Context: an optimization exercise on an open-source flow, tuned for small area and a short achievable clock period. The choices shown serve that exercise and are no tape-out recipe. Power is estimated from default activity; no workload was simulated.

== old ==
==> flow/design.v <==
package trace_pkg;
    localparam int TRACE_W   = 102;
    localparam int WDATA_LSB = 0;
    localparam int WADDR_LSB = 32;
    localparam int WENA_BIT  = 37;
    localparam int INST_LSB  = 38;
    localparam int PC_LSB    = 70;
endpackage
import trace_pkg::*;
module trace_fifo
#(
    parameter int WIDTH = TRACE_W,
    parameter int DEPTH = 16
) (
    input  logic              clk,
    input  logic [DEPTH-1:0]  we,
    input  logic [WIDTH-1:0]  wdata,
    input  logic [DEPTH-1:0]  rsel,
    output logic [WIDTH-1:0]  rdata
);
    logic [WIDTH-1:0] mem [DEPTH];
    always_ff @(posedge clk) begin
        for (int i = 0; i < DEPTH; i++) begin
            if (we[i]) begin
                mem[i] <= wdata;
            end
        end
    end
    always_comb begin
        rdata = '0;
        for (int i = 0; i < DEPTH; i++) begin
            rdata = rdata | (mem[i] & {WIDTH{rsel[i]}});
        end
    end
endmodule
import trace_pkg::*;
module cpu_trace_buffer
#(
    parameter int DEPTH       = 16,
    parameter int MAX_RECORDS = 560
) (
    input  logic        clk,
    input  logic        rst,
    input  logic        trace_en,
    input  logic [31:0] pc,
    input  logic [31:0] inst,
    input  logic        rf_wena,
    input  logic [4:0]  rf_waddr,
    input  logic [31:0] rf_wdata,
    output logic        out_valid,
    input  logic        out_ready,
    output logic [31:0] out_data,
    output logic        out_last,
    output logic        full,
    output logic        empty,
    output logic        overflow,
    output logic [15:0] drop_count,
    output logic [31:0] rec_count,
    output logic        done
);
    localparam int RW = $clog2(MAX_RECORDS + 1);
    logic               w0, w1, w2, w3;
    logic               hsel, nhold;
    logic [DEPTH-1:0]   wsel;        
    logic [DEPTH-1:0]   rsel;        
    logic [DEPTH-1:0]   we;
    logic [4:0]         occ;         
    logic [RW-1:0]      rec;
    logic [TRACE_W-1:0] entry_in;
    logic [TRACE_W-1:0] head;
    logic [69:0]        ent;         
    logic               pop, push, drop, accept;
    assign entry_in = {pc, inst, rf_wena, rf_waddr, rf_wdata};
    assign pop    = !empty && (!out_valid || (w3 && out_ready));
    assign accept = trace_en && !done;
    assign push   = accept && (!full || pop);
    assign drop   = accept && full && !pop;
    assign we = wsel & {DEPTH{!full || (w3 && out_ready)}};
    trace_fifo #(
        .WIDTH (TRACE_W),
        .DEPTH (DEPTH)
    ) u_fifo (
        .clk   (clk),
        .we    (we),
        .wdata (entry_in),
        .rsel  (rsel),
        .rdata (head)
    );
    always_ff @(posedge clk or posedge rst) begin
        if (rst) begin
            wsel <= DEPTH'(1);
            rsel <= DEPTH'(1);
            occ  <= '0;
            full  <= 1'b0;
            empty <= 1'b1;
        end else begin
            if (push) wsel <= {wsel[DEPTH-2:0], wsel[DEPTH-1]};
            if (pop)  rsel <= {rsel[DEPTH-2:0], rsel[DEPTH-1]};
            if (push && !pop) begin
                occ   <= occ + 5'd1;
                empty <= 1'b0;
                full  <= (occ == 5'(DEPTH - 1));
            end else if (pop && !push) begin
                occ   <= occ - 5'd1;
                full  <= 1'b0;
                empty <= (occ == 5'd1);
            end
        end
    end
    always_ff @(posedge clk or posedge rst) begin
        if (rst) begin
            rec        <= '0;
            done       <= 1'b0;
            overflow   <= 1'b0;
            drop_count <= '0;
        end else begin
            if (push) begin
                rec  <= rec + 1'b1;
                done <= (rec == RW'(MAX_RECORDS - 1));
            end
            if (drop) begin
                overflow <= 1'b1;
                if (drop_count != 16'hFFFF) begin
                    drop_count <= drop_count + 16'd1;
                end
            end
        end
    end
    assign rec_count = 32'(rec);
    always_ff @(posedge clk or posedge rst) begin
        if (rst) begin
            out_valid <= 1'b0;
            w0    <= 1'b0;
            w1    <= 1'b0;
            w2    <= 1'b0;
            w3    <= 1'b0;
            hsel  <= 1'b1;
            nhold <= 1'b0;
        end else begin
            if (!out_valid || (w3 && out_ready)) begin
                out_valid <= !empty;
                w0    <= !empty;
                w3    <= 1'b0;
                hsel  <= empty;
                nhold <= !empty;
            end else if (out_ready) begin
                w0    <= 1'b0;
                w1    <= w0;
                w2    <= w1;
                w3    <= w2;
                hsel  <= w2;
                nhold <= !w2;
            end
        end
    end
    assign out_last = w3;
    always_ff @(posedge clk) begin
        if (!nhold) begin
            ent <= head[69:0];
        end
    end
    always_ff @(posedge clk) begin
        if (!out_valid || out_ready) begin
            if (hsel)             out_data <= head[PC_LSB +: 32];
            else if (w0)          out_data <= ent[INST_LSB +: 32];
            else if (w1)          out_data <= {ent[WENA_BIT], 26'b0, ent[WADDR_LSB +: 5]};
            else                  out_data <= ent[WDATA_LSB +: 32];
        end
    end
endmodule
clock: 5.5 ns
lec_check: 0
cap_margin: 20
core_margin: 2
core_utilization: 65
place_density: 0.75
setup_slack_margin: 3.0
slew_margin: 20
run.sh (not shown) runs the stock make flow with config.mk's settings and CLKGATE_MAP_FILE= SYNTH_SCRIPT=/design/flow/synth_recipe.tcl, a recipe that flattens the netlist after the stock synthesis.
Input-level comparison between new and old:
Settings: CTS_CLUSTER_SIZE: unset -> 30; CORE_UTILIZATION: 65 -> 45; PLACE_DENSITY: 0.75 -> 0.6; CTS_CLUSTER_DIAMETER: unset -> 80.
## What came out
- old ended up with reg -> reg as its type of the worst setup path; new ended up with reg -> out.
- new against old: cell area after placement up 1.1%; power share of the clock group saw a decrease; filler-free cell count of the finished design went up by 414.
- Relative to old, fraction of the cycle the final worst path needs has gone down in new.
- Relative to old, wire length has increased by about 2.8% in new.
- Going from old to new, the die area was enlarged.
- old reports its slowest cell on the critical path as sky130_fd_sc_hd__dfrtp_4 while new reports sky130_fd_sc_hd__dfstp_2.
- new: full flow OK, the timing, DRC and antenna checks passed
No functional check of the RTL was part of any run of this note.

-- afterwards: timing with drivers on the ports --
How much do the figures lean on ideal ports? The routed layouts below were timed once more, with nothing changed but the port constraints. Step 1 sets driving cells, clkbuf_16 on the clock port and buf_2 on the other inputs (assumed; they add their load-dependent delay and slew). Step 2, shift: input delay + t, output delay - t, t = (earliest + latest rising clock arrival at the registers) / 2. This alone moves slack from input paths to output paths. Slacks: ideal / step 1 / step 2; pairs: ideal / step 1.
run | t (ns) | setup slack, ns | slew at the worst register clock pin (ns)
old | 0.849 | 2.949 / 2.900 / 2.250 | 0.07 / 0.07
new | 0.796 | 3.013 / 2.937 / 2.330 | 0.12 / 0.12
After both steps every run listed still meets setup and hold. The setup slack of old, which loses most, moves by -0.049 ns with the drivers and by -0.699 ns with both steps.
